Source: an optimization exercise on an open RTL-to-GDS flow (aim: small area, a short achievable clock period and few clock cycles). Production flows keep margins and buffers that such runs may drop.
No functional check of the RTL was part of any run shown here.
Power figures rest on the tool's default switching activity, not on a simulated workload.

$ cat design/flow/design.v
package hist_pkg;
  localparam int sample_width = 12;
  localparam int bin_count = 64;
  localparam int bin_width = 6;
  localparam int count_width = 16;
  localparam logic [count_width-1:0] count_max = {count_width{1'b1}};
  typedef enum logic {
    op_clear = 1'b0,
    op_read  = 1'b1
  } hist_op_e;
  typedef enum logic [2:0] {
    st_run     = 3'd0,
    st_drain   = 3'd1,
    st_clear   = 3'd2,
    st_read    = 3'd3,
    st_respond = 3'd4
  } ctrl_state_e;
endpackage
`timescale 1ns/1ps
module histogram_top (
  input  logic                             port_0_clock,
  input  logic                             rst,
  input  logic                             in_valid,
  output logic                             in_ready,
  input  logic [hist_pkg::sample_width-1:0] in_sample,
  input  logic                             cmd_valid,
  output logic                             cmd_ready,
  input  logic                             cmd_op,
  input  logic [hist_pkg::bin_width-1:0]   cmd_bin,
  output logic                             rsp_valid,
  output logic [hist_pkg::count_width-1:0] rsp_count
);
  localparam int BW = hist_pkg::bin_width;
  localparam int CW = hist_pkg::count_width;
  localparam int NB = hist_pkg::bin_count;
  function automatic logic [7:0] oct(input logic [2:0] v);
    oct = 8'b0000_0001 << v;
  endfunction
  logic [CW-1:0] mem [NB];
  logic          rdy_q;
  logic          rdy_out_q;
  logic          hold_op;
  logic [BW-1:0] hold_bin;
  logic          s0_v;
  logic          s0_smp;    
  logic          s0_clr;    
  logic [BW-1:0] s0_bin;
  logic [NB-1:0] s0_row;    
  logic          s1_smp;    
  logic          s1_wclr;   
  logic          s1_cmd;    
  logic [BW-1:0] s1_bin;
  logic [CW-1:0] s1_rd [4];  
  logic          s1_fsel;   
  logic [CW-1:0] s1_fd;     
  logic [CW-1:0] s1_rdj;    
  logic [CW-1:0] s1_old;
  logic [CW-1:0] s1_new;
  logic          s2_wclr;
  logic [7:0]    s2_hi;     
  logic [7:0]    s2_lo;     
  logic [CW-1:0] s2_data;
  logic          acc_in;
  logic          acc_cmd;
  logic [BW-1:0] nxt_bin;
  logic [CW-1:0] rd_q [4];
  logic          s0_isclr;
  logic          hit1;
  logic          hit2;
  assign in_ready  = rdy_out_q;
  assign cmd_ready = rdy_out_q;
  assign acc_in  = in_valid && rdy_q;
  assign acc_cmd = cmd_valid && rdy_q;
  always_ff @(posedge port_0_clock) begin
    if (rst) begin
      rdy_q <= 1'b1;
      rdy_out_q <= 1'b1;
      s0_v <= 1'b0;
    end else begin
      rdy_q <= !(acc_in && acc_cmd);
      rdy_out_q <= !(acc_in && acc_cmd);
      s0_v <= !rdy_q || acc_in || acc_cmd;
    end
  end
  always_comb begin
    if (!rdy_q) begin
      nxt_bin = hold_bin;
    end else if (acc_in) begin
      nxt_bin = in_sample[hist_pkg::sample_width-1 -: BW];
    end else begin
      nxt_bin = cmd_bin;
    end
  end
  always_ff @(posedge port_0_clock) begin
    if (acc_cmd) begin
      hold_op <= cmd_op;
      hold_bin <= cmd_bin;
    end
    if (!rdy_q) begin
      s0_smp <= 1'b0;
      s0_clr <= !hold_op;
    end else if (acc_in) begin
      s0_smp <= 1'b1;
      s0_clr <= 1'b0;
    end else begin
      s0_smp <= 1'b0;
      s0_clr <= !cmd_op;
    end
    s0_bin <= nxt_bin;
    s0_row <= NB'(1) << nxt_bin;
  end
  always_comb begin
    for (int q = 0; q < 4; q++) begin
      rd_q[q] = '0;
      for (int r = 0; r < NB/4; r++) begin
        rd_q[q] = rd_q[q] | (mem[q*NB/4+r] & {CW{s0_row[q*NB/4+r]}});
      end
    end
  end
  assign s0_isclr = !s0_smp && s0_clr;
  assign hit1 = s1_smp && (s1_bin == s0_bin);
  assign hit2 = |(s2_hi & oct(s0_bin[5:3])) && |(s2_lo & oct(s0_bin[2:0]));
  always_ff @(posedge port_0_clock) begin
    if (rst) begin
      s1_smp <= 1'b0;
      s1_wclr <= 1'b0;
      s1_cmd <= 1'b0;
    end else begin
      s1_smp <= s0_v && s0_smp;
      s1_wclr <= s0_v && s0_isclr;
      s1_cmd <= s0_v && !s0_smp;
    end
  end
  always_ff @(posedge port_0_clock) begin
    s1_bin <= s0_bin;
    for (int q = 0; q < 4; q++) begin
      s1_rd[q] <= rd_q[q];
    end
    s1_fsel <= s0_isclr || s1_wclr || hit1 || s2_wclr || hit2;
    if (s0_isclr || s1_wclr) begin
      s1_fd <= '0;
    end else if (hit1) begin
      s1_fd <= s1_new;
    end else if (s2_wclr) begin
      s1_fd <= '0;
    end else begin
      s1_fd <= s2_data;
    end
  end
  function automatic logic [CW-1:0] sat_inc(input logic [CW-1:0] v);
    sat_inc = (&v) ? v : v + 1'b1;
  endfunction
  assign s1_rdj = s1_rd[0] | s1_rd[1] | s1_rd[2] | s1_rd[3];
  assign s1_old = s1_fsel ? s1_fd : s1_rdj;
  assign s1_new = s1_fsel ? sat_inc(s1_fd) : sat_inc(s1_rdj);
  always_ff @(posedge port_0_clock) begin
    if (rst) begin
      s2_wclr <= 1'b0;
      s2_hi <= '0;
      rsp_valid <= 1'b0;
    end else begin
      s2_wclr <= s1_wclr;
      s2_hi <= s1_smp ? oct(s1_bin[5:3]) : '0;
      rsp_valid <= s1_cmd;
    end
  end
  always_ff @(posedge port_0_clock) begin
    s2_lo <= oct(s1_bin[2:0]);
    s2_data <= s1_wclr ? '0 : s1_new;
    rsp_count <= s1_old;
  end
  for (genvar b = 0; b < NB; b++) begin : g_bin
    logic we;
    assign we = s2_wclr || (s2_hi[b/8] && s2_lo[b%8]);
    always_ff @(posedge port_0_clock) begin
      if (we) begin
        mem[b] <= s2_data;
      end
    end
  end
endmodule
$ cat design/flow/run.sh
#!/bin/bash
# synth_recipe.tcl (not shown) runs the flow's synth.tcl, then flattens the netlist and writes it again
# the make line also repeats each setting of config.mk as NAME=value (left out here)
make -C /OpenROAD-flow-scripts/flow DESIGN_CONFIG=/design/flow/config.mk WORK_HOME=/design/flow/orfs CLKGATE_MAP_FILE= SYNTH_SCRIPT=/design/flow/synth_recipe.tcl finish
$ cat design/flow/config.mk
export PLATFORM = sky130hd
export DESIGN_NAME = histogram_top
export DESIGN_NICKNAME = histogram_top
export VERILOG_FILES = /design/flow/design.v
export SDC_FILE = /design/flow/constraint.sdc
export NUM_CORES = 4
export LEC_CHECK = 0
export CAP_MARGIN = 20
export CORE_MARGIN = 2
export CORE_UTILIZATION = 60
export CTS_CLUSTER_DIAMETER = 100
export CTS_CLUSTER_SIZE = 25
export SETUP_SLACK_MARGIN = 3.0
export SLEW_MARGIN = 20
export TNS_END_PERCENT = 30
$ cat design/flow/constraint.sdc
create_clock -name core_clock -period 5.0 [get_ports {port_0_clock}]
set_input_delay 1.0000 -clock core_clock [delete_from_list [all_inputs] [get_ports {port_0_clock}]]
set_output_delay 1.0000 -clock core_clock [all_outputs]
set_load 0.01 [all_outputs]
==> run summary, run 1 <==
asr flop ratio synth 0; worst slew pin tran 1.237 ns; unrepaired setup endpoints after global routing true; worst-path cell chain or4_4 -> ha_4 -> o41ai_4 -> nor2_2 -> and2_4 -> or4_4 -> a21oi_2 -> nor3_1; Layout Nets 2490; DIE WIDTH 274.1 um; Top Ports 42; largest net degree at the start of global routing 68; WL/cell 34.36 um; DR vias/cell 6.974; WS Path Type reg -> reg; # port buffers 35; DR pass1 iterations 5; Final Cycle Share 0.4528; maxcap violations 0; most frequent CP cell or4_4; share of cells above drive strength 1 0.1361; Leakage 15.41 nW; Final Wtd Congestion 0.9012; Synth area leaders edfxtp_1 71%, dfxtp_1 9.8%, a22o_1 5.2%; clk buf depth 3; number of cell rows 99; post-synthesis sequential area ratio 0.8052; critical path's slowest cell or4_4; pwr dens 432.0 mW/mm^2; Reg2Reg Launch Point s1_rd[3][0]$_DFF_P_; clock skew 0.02943 ns; WL final 119300 um; Clock Tree Root clkbuf_16; CTS Hold Bufs 0; Synth top area share 0.7073; Top FF cell, synth edfxtp_1; DR vias 24220; Reg-to-Reg End s2_data[11]$_SDFF_PP0_; Setup crit start kind flop; GRT Resource Usage Total 0.3167; status timing/DRC/antenna clean; crit-path max FO 4; Pins Over Slew Limit 0; vias in the first global route 22860; clock latency on the worst-skew pair 0.67 ns; flop2flop setup slack 2.74 ns; setup_tns 0 ns; Layout area overhead 8.387%; number of synthesized flops with an enable pin 1031; Worst EP arrival 2.79 ns; core area 0.07259 sq mm; min Tclk post-route 2.264 ns; Critical Path Start s1_rd[3][0]$_DFF_P_; Synth Instances 2481; Layout Cells excl Fill 3472; GRT overflow 0; Routed Antenna Nets 0; final number of hold-violating endpoints 0; relative slew slack 0.1744; worst hold path class reg -> reg; CP required 5.52 ns; drc violations 0; syn avg cell area 17.64 sq um; Iter 0 DRT Violations 3428; die height 274.1 um; hpwl dp 66490 um; Reg clk slew, reported paths 0.10 ns; antenna violations before repair 7; syn_nets 2506; final core utilization 0.6536; Ys Warns 4; maximum VDD drop 384.9 uV; CTS sink count 1245; Worst setup endpoint s2_data[11]$_SDFF_PP0_; CTS tree done; Worst setup EP type flop; Critical Path Max Stage Delay 0.56 ns; Netlist Area Pre-Place 0.04377 sq mm; cts bufs inserted 55; fmax 0.4417 GHz; area leader, netlist edfxtp_1; first-pass GRT wire length 166400 um; Starting Density 0.6030; Reg2Reg Depth 8; DP Cell Count 3337; post-synthesis cell type count 65; H-Tree Level Count 2; number of synthesized register bits 1245; setup violators final 0; Die ar. 0.07513 sq mm
[worst min path at each step]
stage / from / endpoint / slack [ns] / depth (start not counted)
finish: s0_bin[2]$_DFF_P_ / s1_bin[2]$_DFF_P_ / 0.40 / 0
global route: s0_bin[2]$_DFF_P_ / s1_bin[2]$_DFF_P_ / 0.42 / 0
CTS: s0_bin[2]$_DFF_P_ / s1_bin[2]$_DFF_P_ / 0.40 / 0
detailed placement: s0_bin[2]$_DFF_P_ / s1_bin[2]$_DFF_P_ / 0.39 / 0
global placement: s0_bin[2]$_DFF_P_ / s1_bin[2]$_DFF_P_ / 0.39 / 0
floorplan: s0_bin[2]$_DFF_P_ / s1_bin[2]$_DFF_P_ / 0.37 / 0
[cells by family after synthesis]
kind of cell	after synthesis	share of synthesized area
AND/OR/NAND/NOR	347	0.04214
XOR/XNOR	19	0.003802
adder cells (fa/ha/maj)	2	0.0005716
flip-flops	1245	0.8052
buffers and inverters	190	0.01687
AO/OA/AOI/OAI	656	0.1250
multiplexers	22	0.006375
[final cells by class]
type / count / area [sq um]
tap: 959 / 1200
timing repair buffer: 105 / 868.3
inverter: 10 / 41.29
multi-input combinational: 1047 / 8371
antenna: 1 / 2.502
clock buffer: 101 / 1570
timing repair inverter: 1 / 5.005
sequential: 1245 / 35350
clock inverter: 3 / 31.28
fill: 4993 / 25150
[registers in the layout, summed over array words and instances (netlist names), 6 cells and up]
name	cells
s0_bin	6
rsp_count	16
s1_fd	16
s0_row	64
s2_hi	8
s2_lo	8
s1_bin	6
mem	1024
hold_bin	6
s1_rd	64
s2_data	16
[power by group]
group,internal [mW],total [mW],switching [mW]
combinational,0.568,1.87,1.30
clock,2.15,5.15,3.01
sequential,12.6,13.5,0.878
[critical path: cells and delay by family (launching register included)]
family	cells	cell delay, ns
AO/OA/AOI/OAI	2	0.21
adder cells (fa/ha/maj)	1	0.20
flip-flops	1	0.32
AND/OR/NAND/NOR	5	1.41
[timing repair]
action                     4_1_cts  5_1_grt
pin swaps                       15       38
resized for setup              158      115
hold endpoints to repair         0        0
setup buffers                   11       17
gates cloned                     1        1
setup endpoints to repair     1142      822
[synth_stat cells, types with 3 or more instances]
| cell | n |
|---|---|
| edfxtp_1 | 1031 |
| a22o_1 | 258 |
| a221oi_1 | 256 |
| dfxtp_1 | 214 |
| clkbuf_1 | 156 |
| nor2_1 | 114 |
| nand4_1 | 73 |
| a21o_1 | 64 |
| nand2_1 | 48 |
| a21oi_1 | 28 |
| buf_1 | 16 |
| nor4_1 | 16 |
| nand3_1 | 14 |
| or4_1 | 13 |
| nor3_1 | 12 |
| o21ai_1 | 12 |
| xor2_1 | 12 |
| mux2i_1 | 11 |
| and2_1 | 10 |
| inv_1 | 10 |
| and3_1 | 8 |
| mux2_2 | 7 |
| xnor2_1 | 7 |
| nand2b_1 | 6 |
| nor2b_1 | 6 |
| nor3b_1 | 6 |
| o21ai_0 | 6 |
| buf_2 | 5 |
| o211ai_1 | 5 |
| a31oi_1 | 4 |
| mux4_2 | 4 |
| o31ai_1 | 4 |
| a211oi_1 | 3 |
| nor4_2 | 3 |
[through the flow]
stage	setup slack [ns]	total power [mW]	hold WS, ns	instance area [sq um]
4_1_cts	2.800	20.33	0.4023	46850
3_5_place_dp	1.659	15.30	0.3886	45000
6_report	2.736	20.50	0.4049	47440
5_1_grt	2.686	21.09	0.4156	47440
3_3_place_gp	1.732	15.19	0.3912	45000
2_1_floorplan	2.758	14.14	0.3746	43880
[cell usage in the layout (no fill, tap or decap), types with 45 or more instances in the layout]
cell,netlist,layout
clkbuf_16,0,56
dfxtp_1,214,154
edfxtp_1,1031,1031
nor2_1,114,110
nand2_1,48,46
nand4_1,73,73
clkbuf_1,156,45
a22o_1,258,258
a221oi_1,256,256
buf_4,1,65
dfxtp_2,0,47
[per-layer routing]
| layer | vias up | GRT usage | part of all wire |
|---|---|---|---|
| met5 | - | 0.001284 | 0.00020 |
| met3 | 193 | 0.07286 | 0.10 |
| met4 | 4 | 0.08453 | 0.029 |
| met2 | 1351 | 0.4892 | 0.46 |
| met1 | 12540 | 0.4600 | 0.41 |
| li1 | 10130 | - | - |
==> run 2, diff against run 1 <==
--- a/design/flow/design.v
+++ b/design/flow/design.v
@@ -50,20 +50,21 @@
   logic          s1_wclr;   
   logic          s1_cmd;    
   logic [BW-1:0] s1_bin;
-  logic [CW-1:0] s1_rd [4];  
+  logic [CW-1:0] s1_rd_a;   
+  logic [CW-1:0] s1_rd_b;   
   logic          s1_fsel;   
   logic [CW-1:0] s1_fd;     
   logic [CW-1:0] s1_rdj;    
   logic [CW-1:0] s1_old;
   logic [CW-1:0] s1_new;
-  logic          s2_wclr;
-  logic [7:0]    s2_hi;     
-  logic [7:0]    s2_lo;     
+  logic [7:0]    s2_hi;
+  logic [7:0]    s2_lo;
   logic [CW-1:0] s2_data;
   logic          acc_in;
   logic          acc_cmd;
   logic [BW-1:0] nxt_bin;
-  logic [CW-1:0] rd_q [4];
+  logic [CW-1:0] rd_a;
+  logic [CW-1:0] rd_b;
   logic          s0_isclr;
   logic          hit1;
   logic          hit2;
@@ -110,11 +111,11 @@
     s0_row <= NB'(1) << nxt_bin;
   end
   always_comb begin
-    for (int q = 0; q < 4; q++) begin
-      rd_q[q] = '0;
-      for (int r = 0; r < NB/4; r++) begin
-        rd_q[q] = rd_q[q] | (mem[q*NB/4+r] & {CW{s0_row[q*NB/4+r]}});
-      end
+    rd_a = '0;
+    rd_b = '0;
+    for (int r = 0; r < NB/2; r++) begin
+      rd_a = rd_a | (mem[r] & {CW{s0_row[r]}});
+      rd_b = rd_b | (mem[NB/2+r] & {CW{s0_row[NB/2+r]}});
     end
   end
   assign s0_isclr = !s0_smp && s0_clr;
@@ -133,16 +134,13 @@
   end
   always_ff @(posedge port_0_clock) begin
     s1_bin <= s0_bin;
-    for (int q = 0; q < 4; q++) begin
-      s1_rd[q] <= rd_q[q];
-    end
-    s1_fsel <= s0_isclr || s1_wclr || hit1 || s2_wclr || hit2;
+    s1_rd_a <= rd_a;
+    s1_rd_b <= rd_b;
+    s1_fsel <= s0_isclr || s1_wclr || hit1 || hit2;
     if (s0_isclr || s1_wclr) begin
       s1_fd <= '0;
     end else if (hit1) begin
       s1_fd <= s1_new;
-    end else if (s2_wclr) begin
-      s1_fd <= '0;
     end else begin
       s1_fd <= s2_data;
     end
@@ -150,28 +148,26 @@
   function automatic logic [CW-1:0] sat_inc(input logic [CW-1:0] v);
     sat_inc = (&v) ? v : v + 1'b1;
   endfunction
-  assign s1_rdj = s1_rd[0] | s1_rd[1] | s1_rd[2] | s1_rd[3];
+  assign s1_rdj = s1_rd_a | s1_rd_b;
   assign s1_old = s1_fsel ? s1_fd : s1_rdj;
   assign s1_new = s1_fsel ? sat_inc(s1_fd) : sat_inc(s1_rdj);
   always_ff @(posedge port_0_clock) begin
     if (rst) begin
-      s2_wclr <= 1'b0;
       s2_hi <= '0;
       rsp_valid <= 1'b0;
     end else begin
-      s2_wclr <= s1_wclr;
-      s2_hi <= s1_smp ? oct(s1_bin[5:3]) : '0;
+      s2_hi <= s1_wclr ? 8'hff : s1_smp ? oct(s1_bin[5:3]) : '0;
       rsp_valid <= s1_cmd;
     end
   end
   always_ff @(posedge port_0_clock) begin
-    s2_lo <= oct(s1_bin[2:0]);
+    s2_lo <= s1_wclr ? 8'hff : oct(s1_bin[2:0]);
     s2_data <= s1_wclr ? '0 : s1_new;
     rsp_count <= s1_old;
   end
   for (genvar b = 0; b < NB; b++) begin : g_bin
     logic we;
-    assign we = s2_wclr || (s2_hi[b/8] && s2_lo[b%8]);
+    assign we = s2_hi[b/8] && s2_lo[b%8];
     always_ff @(posedge port_0_clock) begin
       if (we) begin
         mem[b] <= s2_data;
--- a/design/flow/config.mk
+++ b/design/flow/config.mk
@@ -11,5 +11,5 @@
 export CTS_CLUSTER_DIAMETER = 100
 export CTS_CLUSTER_SIZE = 25
 export SETUP_SLACK_MARGIN = 3.0
-export SLEW_MARGIN = 20
+export SLEW_MARGIN = 60
 export TNS_END_PERCENT = 30
==> run summary, run 2 <==
status timing/DRC/antenna clean; drc violations 0; share of cells above drive strength 1 0.1604; WS Path Type reg -> reg; unrepaired setup endpoints after global routing true; largest net degree at the start of global routing 66; most common cell after layout, fill and taps aside edfxtp_1; Ys Warns 2; asr flop ratio synth 0; cts bufs inserted 54; post-synthesis cell type count 63; relative slew slack 0.5736; worst hold start s0_bin[0]$_DFF_P_; Critical Path Start s0_row[55]$_SDFF_PN0_; Iter 0 DRT Violations 4635; Synth area leaders edfxtp_1 72%, dfxtp_1 8.4%, a22oi_1 6.7%; setup_tns 0 ns; clock skew 0.03799 ns; most frequent cells in the layout 1031 x edfxtp_1, 381 x a22oi_1, 142 x dfxtp_1; maximum VDD drop 613.6 uV; flop2flop setup slack 2.86 ns; largest registers mem: 1024 flops, s0_row: 64 flops; Final Wtd Congestion 0.8724; Final Power 20.01 mW; Cell Int Power 14.88 mW; worst slew pin tran 0.6396 ns; clk buf depth 3; CTS Hold Bufs 0; CTS sink count 1212; placed cell area 0.04522 sq mm; Worst EP arrival 2.65 ns; most frequent cell after synthesis edfxtp_1; syn_nets 2544; Reg clk slew, reported paths 0.10 ns; Logic pwr share 0.118; area leader, netlist edfxtp_1; vias in the first global route 23790; Leakage 15.30 nW; Synth top cells by count 1031 x edfxtp_1, 386 x a22oi_1, 181 x dfxtp_1; core area 0.07124 sq mm; Psw 5.132 mW; # port buffers 35; post-synthesis sequential area ratio 0.8028; Clock Tree Root clkbuf_16; max reg flops 1024; Layout area overhead 10.45%; fmax 0.4677 GHz; number of synthesized flops with an enable pin 1031; CTS tree done; pwr dens 420.7 mW/mm^2; maxcap violations 0; Reg2Reg Launch Point s0_row[55]$_SDFF_PN0_; Synth top area share 0.7187; Die ar. 0.07395 sq mm; Final Cycle Share 0.4277; Top Ports 42; Sw Ratio 0.2564; WL/cell 37.37 um; Top FF cell, synth edfxtp_1; antenna violations before repair 7; Layout Nets 2636; Clk pwr share 0.256; GRT Resource Usage Total 0.3624; DR vias 25780; hpwl dp 76960 um; DR vias/cell 7.146; Worst setup EP type flop; post-route cell area 0.04758 sq mm; number of synthesized register bits 1212; final number of hold-violating endpoints 0; Setup crit start kind flop; Routed Antenna Nets 0; first-pass GRT wire length 184000 um; clock latency on the worst-skew pair 0.67 ns; worst hold path class reg -> reg; Netlist Area Pre-Place 0.04308 sq mm; Pins Over Slew Limit 0; DR pass1 iterations 6; DIE WIDTH 271.9 um; share of total power in sequential cells 0.627; Starting Density 0.6047; crit-path max FO 16; min Tclk post-route 2.138 ns; die height 271.9 um; syn avg cell area 17.10 sq um; H-Tree Level Count 2; setup violators final 0; CP required 5.51 ns; Reg with most FFs mem; number of cell rows 98; GRT overflow 0; WL final 134800 um; Synth Instances 2519
## run 2: path summary, 6_finish.rpt
path | to | cells after the start
worst max-delay path | s1_rd_b[4]$_DFF_P_ | 5
worst min-delay path | s1_bin[0]$_DFF_P_ | 0
worst max register to register | s1_rd_b[4]$_DFF_P_ | 5
worst min register to register | s1_bin[0]$_DFF_P_ | 0
## run 2: kinds of logic (layout without fill, tap and decap cells)
family,count (synthesis),count (layout),share of synthesized area
compound gates,626,626,0.1090
xor+xnor,13,13,0.002643
fa+ha+maj,2,2,0.0005808
buf+inv,183,319,0.01778
flops,1212,1212,0.8028
mux,23,23,0.006710
other cells,0,1,0
simple gates,460,461,0.06042
## run 2: power groups by stage
stage	clock, mW	combinational (mW)	sequential, mW
5_1_grt	5.47	2.48	12.6
2_1_floorplan	0	0.647	13.1
6_report	5.12	2.35	12.5
4_1_cts	5.13	2.16	12.5
3_5_place_dp	0	2.16	12.8
3_3_place_gp	0	1.98	12.8
## run 2: per-layer routing
| layer | vias to the layer above | track usage | routed length (um) |
|---|---|---|---|
| met4 | 6 | 0.08039 | 3841 |
| li1 | 10400 | - | - |
| met5 | - | 0 | 37 |
| met2 | 1937 | 0.5354 | 59580 |
| met3 | 226 | 0.1137 | 20410 |
| met1 | 13210 | 0.5363 | 50910 |
## run 2: through the flow
step                      setup slack (ns)    util  instances  hold slack, ns
final                                2.862  0.6678       3607          0.4170
after global routing                 2.833  0.6678       3607          0.4214
after CTS                            2.841  0.6588       3580          0.4356
after detailed placement             2.001  0.6347       3471          0.4232
after global placement               1.922  0.6322       3468          0.4328
after floorplan                      2.888       -       2519          0.3762
## run 2: repair_timing
action,4_1_cts,5_1_grt
hold endpoints to repair,0,0
setup buffers,7,21
endpoints found under the setup margin,137,75
resized for setup,117,79
cloned,1,1
pin swaps,7,25
## run 2: layout make-up
type,count,area [sq um]
inverter,14,52.55
multi-input combinational,1125,8268
sequential,1212,34660
timing repair buffer,204,1838
tap,950,1189
fill,4914,23660
clock inverter,2,25.02
clock buffer,99,1541
antenna,1,2.502
## run 2: critical path, stage by stage, from the launching register on
cell      delay [ns]
dfxtp_1         0.31
buf_4           0.24
a22o_1          0.26
a221oi_1        0.30
nand3_2         0.26
or4_4           0.62
==> run 3, diff against run 2 <==
--- a/design/flow/config.mk
+++ b/design/flow/config.mk
@@ -5,7 +5,7 @@
 export SDC_FILE = /design/flow/constraint.sdc
 export NUM_CORES = 4
 export LEC_CHECK = 0
-export CAP_MARGIN = 20
+export CAP_MARGIN = 40
 export CORE_MARGIN = 2
 export CORE_UTILIZATION = 60
 export CTS_CLUSTER_DIAMETER = 100
==> run summary, run 3 <==
syn avg cell area 17.10 sq um; H-Tree Level Count 2; Routed Antenna Nets 0; core area 0.07124 sq mm; DR vias 25780; setup_tns 0 ns; area leader, netlist edfxtp_1; worst slew pin tran 0.6396 ns; WS Path Type reg -> reg; Worst setup EP type flop; max reg flops 1024; Reg2Reg Launch Point s0_row[55]$_SDFF_PN0_; clock latency on the worst-skew pair 0.67 ns; Die ar. 0.07395 sq mm; most frequent cells in the layout 1031 x edfxtp_1, 381 x a22oi_1, 142 x dfxtp_1; Iter 0 DRT Violations 4635; most common cell after layout, fill and taps aside edfxtp_1; number of cell rows 98; Reg clk slew, reported paths 0.10 ns; final number of hold-violating endpoints 0; crit-path max FO 16; Worst EP arrival 2.65 ns; Worst Hold Slack 0.4170 ns; CP required 5.51 ns; first-pass GRT wire length 184000 um; number of synthesized flops with an enable pin 1031; clock skew 0.03799 ns; Clock Tree Root clkbuf_16; Starting Density 0.6047; fmax 0.4677 GHz; Final Cycle Share 0.4277; post-synthesis cell type count 63; antenna violations before repair 7; share of cells above drive strength 1 0.1604; Top Ports 42; hpwl dp 76960 um; Synth Instances 2519; pwr dens 420.7 mW/mm^2; DR pass1 iterations 6; maxcap violations 0; DR vias/cell 7.146; Synth area leaders edfxtp_1 72%, dfxtp_1 8.4%, a22oi_1 6.7%; maximum VDD drop 613.6 uV; GRT overflow 0; syn_nets 2544; Top FF cell, synth edfxtp_1; unrepaired setup endpoints after global routing true; CTS Hold Bufs 0; Setup crit start kind flop; Ys Warns 2; WL final 134800 um; Critical Path Start s0_row[55]$_SDFF_PN0_; Synth top cells by count 1031 x edfxtp_1, 386 x a22oi_1, 181 x dfxtp_1; Reg with most FFs mem; clk buf depth 3; worst hold start s0_bin[0]$_DFF_P_; number of synthesized register bits 1212; GRT Resource Usage Total 0.3624; largest net degree at the start of global routing 66; Pins Over Slew Limit 0; worst hold path class reg -> reg; CTS sink count 1212; Layout Nets 2636; largest registers mem: 1024 flops, s0_row: 64 flops; setup violators final 0; WL/cell 37.37 um; vias in the first global route 23790; # port buffers 35; status timing/DRC/antenna clean; Synth top area share 0.7187; asr flop ratio synth 0; min Tclk post-route 2.138 ns; cts bufs inserted 54; Layout area overhead 10.45%; Leakage 15.30 nW; CTS tree done; relative slew slack 0.5736; DIE WIDTH 271.9 um; drc violations 0; post-synthesis sequential area ratio 0.8028; most frequent cell after synthesis edfxtp_1; Netlist Area Pre-Place 0.04308 sq mm; die height 271.9 um; Final Wtd Congestion 0.8724
-- run 3: cell counts after synthesis --
Identical to the previous run, type by type.
-- run 3: cell type report --
cell class / instances / area [sq um]
tap: 950 / 1189
inverter: 14 / 52.55
multi-input combinational: 1125 / 8268
timing repair buffer: 204 / 1838
fill: 4914 / 23660
clock inverter: 2 / 25.02
sequential: 1212 / 34660
clock buffer: 99 / 1541
antenna: 1 / 2.502
-- run 3: cells by family after synthesis --
group / count (synthesis) / synth area share
buf+inv: 183 / 0.01778
xor+xnor: 13 / 0.002643
mux: 23 / 0.006710
compound gates: 626 / 0.1090
simple gates: 460 / 0.06042
flops: 1212 / 0.8028
fa+ha+maj: 2 / 0.0005808
-- run 3: path summary, 6_finish.rpt --
check	endpoint	cells past startpoint	slack (ns)
setup / recovery	s1_rd_b[4]$_DFF_P_	5	2.86
hold reg to reg	s1_bin[0]$_DFF_P_	0	0.42
hold / removal	s1_bin[0]$_DFF_P_	0	0.42
setup reg to reg	s1_rd_b[4]$_DFF_P_	5	2.86
-- run 3: worst max-delay path, stage by stage (launching register included) --
cell and delay (ns):
dfxtp_1 0.31, buf_4 0.24, a22o_1 0.26, a221oi_1 0.30, nand3_2 0.26, or4_4 0.62
-- run 3: through the flow --
| stage | cells | power, mW | worst slack (ns) | util | cell area (sq um) |
|---|---|---|---|---|---|
| 6_report | 3607 | 20.01 | 2.862 | 0.6678 | 47580 |
| 5_1_grt | 3607 | 20.52 | 2.833 | 0.6678 | 47580 |
| 4_1_cts | 3580 | 19.84 | 2.841 | 0.6588 | 46940 |
| 2_1_floorplan | 2519 | 13.72 | 2.888 | - | 43290 |
| 3_3_place_gp | 3468 | 14.79 | 1.922 | 0.6322 | 45040 |
| 3_5_place_dp | 3471 | 14.94 | 2.001 | 0.6347 | 45220 |
-- run 3: power breakdown --
| group | switching, mW | leakage, nW | internal, mW |
|---|---|---|---|
| combinational | 1.77 | 3.72 | 0.587 |
| clock | 3.01 | 0.742 | 2.11 |
| sequential | 0.357 | 10.8 | 12.2 |
| total | 5.13 | 15.3 | 14.9 |
-- run 3: routing by layer --
metal  vias to the layer above  global-route usage  part of all wire
li1                      10400                   -                 -
met1                     13210              0.5363              0.38
met2                      1937              0.5354              0.44
met3                       226              0.1137              0.15
met4                         6             0.08039             0.028
met5                         -                   0           0.00027
-- run 3: timing repair --
item | in CTS | in global routing
buffers inserted | 7 | 21
setup endpoints to repair | 137 | 75
cloned | 1 | 1
pin swaps | 7 | 25
resized for setup | 117 | 79
==> run 4, diff against run 3 <==
--- a/design/flow/config.mk
+++ b/design/flow/config.mk
@@ -11,5 +11,5 @@
 export CTS_CLUSTER_DIAMETER = 100
 export CTS_CLUSTER_SIZE = 25
 export SETUP_SLACK_MARGIN = 3.0
-export SLEW_MARGIN = 60
+export SLEW_MARGIN = 45
 export TNS_END_PERCENT = 30
==> run summary, run 4 <==
Reg clk slew, reported paths 0.11 ns; maxcap violations 0; share of cells above drive strength 1 0.1575; Routed Antenna Nets 0; maximum VDD drop 714.6 uV; most frequent cells in the layout 1031 x edfxtp_1, 381 x a22oi_1, 138 x buf_4; Final Wtd Congestion 0.8724; CTS tree done; final number of hold-violating endpoints 0; WL final 134900 um; post-route cell area 0.04748 sq mm; status timing/DRC/antenna clean; fmax 0.4654 GHz; final core utilization 0.6665; Reg with most FFs mem; most frequent cell after synthesis edfxtp_1; Worst setup EP type flop; first-pass GRT wire length 183800 um; Final Cycle Share 0.4297; Logic pwr share 0.109; die height 271.9 um; Synth top area share 0.7187; setup violators final 0; Synth top cells by count 1031 x edfxtp_1, 386 x a22oi_1, 181 x dfxtp_1; Reg-to-Reg End s1_rd_b[3]$_DFF_P_; core area 0.07124 sq mm; Reg2Reg Launch Point s0_row[40]$_SDFF_PN0_; number of synthesized flops with an enable pin 1031; Top FF cell, synth edfxtp_1; Layout area overhead 10.23%; clock skew 0.01919 ns; hpwl dp 76680 um; number of cell rows 98; DR vias 25930; area leader, netlist edfxtp_1; setup_tns 0 ns; cts bufs inserted 54; Setup crit start kind flop; Final Power 19.99 mW; flop2flop setup slack 2.85 ns; Worst Hold Slack 0.4078 ns; WL/cell 37.42 um; min Tclk post-route 2.149 ns; pwr dens 421.1 mW/mm^2; drc violations 0; Die ar. 0.07395 sq mm; Top Ports 42; Clk pwr share 0.259; Layout fillers 4883; number of synthesized register bits 1212; DR vias/cell 7.193; vias in the first global route 23710; DIE WIDTH 271.9 um; placed cell area 0.04506 sq mm; Layout Cells excl Fill 3605; Psw 5.114 mW; worst-path cell chain buf_4 -> a22oi_1 -> nand4_1 -> or4_4; Synth Instances 2519; Ys Warns 2; syn avg cell area 17.10 sq um; asr flop ratio synth 0; share of total power in sequential cells 0.632; Reg2Reg Depth 4; Sw Ratio 0.2558; largest registers mem: 1024 flops, s0_row: 64 flops; Layout Nets 2633; WS Path Type reg -> reg; GRT Resource Usage Total 0.3617; GRT overflow 0; Hold Path Depth 0; max reg flops 1024; largest net degree at the start of global routing 66; clk buf depth 3; Leakage 15.25 nW; DP Cell Count 3468; worst hold start s0_bin[0]$_DFF_P_; CTS sink count 1212; post-synthesis cell type count 63; Pins Over Slew Limit 0; H-Tree Level Count 2; Worst EP arrival 2.68 ns; CP required 5.53 ns; Synth area leaders edfxtp_1 72%, dfxtp_1 8.4%, a22oi_1 6.7%; Starting Density 0.6047; clock latency on the worst-skew pair 0.66 ns; unrepaired setup endpoints after global routing true; critical path's slowest cell or4_4; Iter 0 DRT Violations 4690; Cell Int Power 14.88 mW; post-synthesis sequential area ratio 0.8028; Critical Path Max Stage Delay 0.65 ns; Netlist Area Pre-Place 0.04308 sq mm; antenna violations before repair 6; Clock Tree Root clkbuf_16; most common cell after layout, fill and taps aside edfxtp_1; # port buffers 35; Min-Delay Endpoint s1_bin[0]$_DFF_P_; worst slew pin tran 0.8330 ns; worst setup margin 2.851 ns; syn_nets 2544; crit-path max FO 12; Place WS 1.782 ns; DR pass1 iterations 5; relative slew slack 0.4446; Critical Path Start s0_row[40]$_SDFF_PN0_; worst hold path class reg -> reg
==> run 4: cell counts after synthesis <==
No cell type changed its count.
==> run 4: kinds of logic (layout without fill, tap and decap cells) <==
kind of cell / after synthesis / count (layout) / synth area share
AOI/OAI and AO/OA: 626 / 626 / 0.1090
xor gates and xnor gates: 13 / 13 / 0.002643
adders and majority gates: 2 / 2 / 0.0005808
buffers and inverters: 183 / 317 / 0.01778
DFF: 1212 / 1212 / 0.8028
muxes: 23 / 23 / 0.006710
other: 0 / 1 / 0
and+or+nand+nor: 460 / 461 / 0.06042
==> run 4: critical path: cells and delay by family, from the launching register on <==
| kind | cells | cell delay (ns) |
|---|---|---|
| buf+inv | 1 | 0.27 |
| compound gates | 1 | 0.20 |
| simple gates | 2 | 1.11 |
| flops | 1 | 0.43 |
==> run 4: repair_timing <==
action | CTS | global route
endpoints found under the hold margin | 0 | 0
gates cloned | 1 | 2
pin swaps | 9 | 29
resized for setup | 124 | 93
setup endpoints to repair | 138 | 78
setup buffers | 6 | 25
hold buffers | 0 | 0
==> run 4: worst max path at each step <==
stage                            endpoint  slack, ns  depth (start not counted)
CTS                              in_ready       2.82                          1
global route                     in_ready       2.82                          1
global placement    s0_row[37]$_SDFF_PN0_       1.92                          5
floorplan           s0_row[48]$_SDFF_PN0_       2.89                          7
detailed placement  s0_row[53]$_SDFF_PN0_       1.78                          5
finish                 s1_rd_b[3]$_DFF_P_       2.85                          4
==> run 4: area by class of cell <==
cell class              count  area, sq um  share of cell area
clock inverters             1        16.27           0.0003426
well taps                 950         1189             0.02503
repair buffers            201         1745             0.03676
clock buffers             101         1592             0.03352
diodes                      1        2.502          0.00005270
flip-flops and latches   1212        34660              0.7300
multi-input cells        1125         8224              0.1732
inverters                  14        52.55            0.001107
==> run 4: power groups by stage <==
stage          Sequential (mW)  Combinational (mW)  Clock, mW
4_1_cts                   12.6                2.04       5.20
2_1_floorplan             13.1               0.647          0
6_report                  12.6                2.18       5.17
3_3_place_gp              12.8                1.98          0
5_1_grt                   12.7                2.30       5.54
3_5_place_dp              12.8                2.05          0
==> run 4: layer usage <==
metal	GRT usage	vias to the layer above	share of wire
met5	0	-	0.00020
met3	0.09116	230	0.15
met2	0.5324	1978	0.44
li1	-	10390	-
met4	0.07880	4	0.028
met1	0.5538	13330	0.38

-- what the ideal ports hide --
No port has a modelled driver above. Below, the same layouts with a new extraction and two added sets of constraints.
Step 1, drivers: a clkbuf_16 drives port_0_clock and a buf_2 each remaining input, both assumed.
Step 2, shift: input delay + t, output delay - t, t = (earliest + latest rising clock arrival at the registers) / 2. This alone moves slack from input paths to output paths.
Slacks: no drivers / after step 1 / after step 2; pairs: no drivers / after step 1.
run	t (ns)	slack for setup (ns)	hold slack, ns	clock arrival spread, ns	cell pins on the clock port's net
run 1	0.728	2.736 / 2.736 / 2.272	0.405 / 0.405 / 0.405	0.030 / 0.030	1
run 2	0.727	2.862 / 2.800 / 2.361	0.417 / 0.417 / 0.417	0.041 / 0.040	1
run 3	0.727	2.862 / 2.800 / 2.361	0.417 / 0.417 / 0.417	0.041 / 0.040	1
run 4	0.723	2.851 / 2.780 / 2.428	0.408 / 0.408 / 0.408	0.020 / 0.020	1
After both steps every run listed still meets setup and hold.
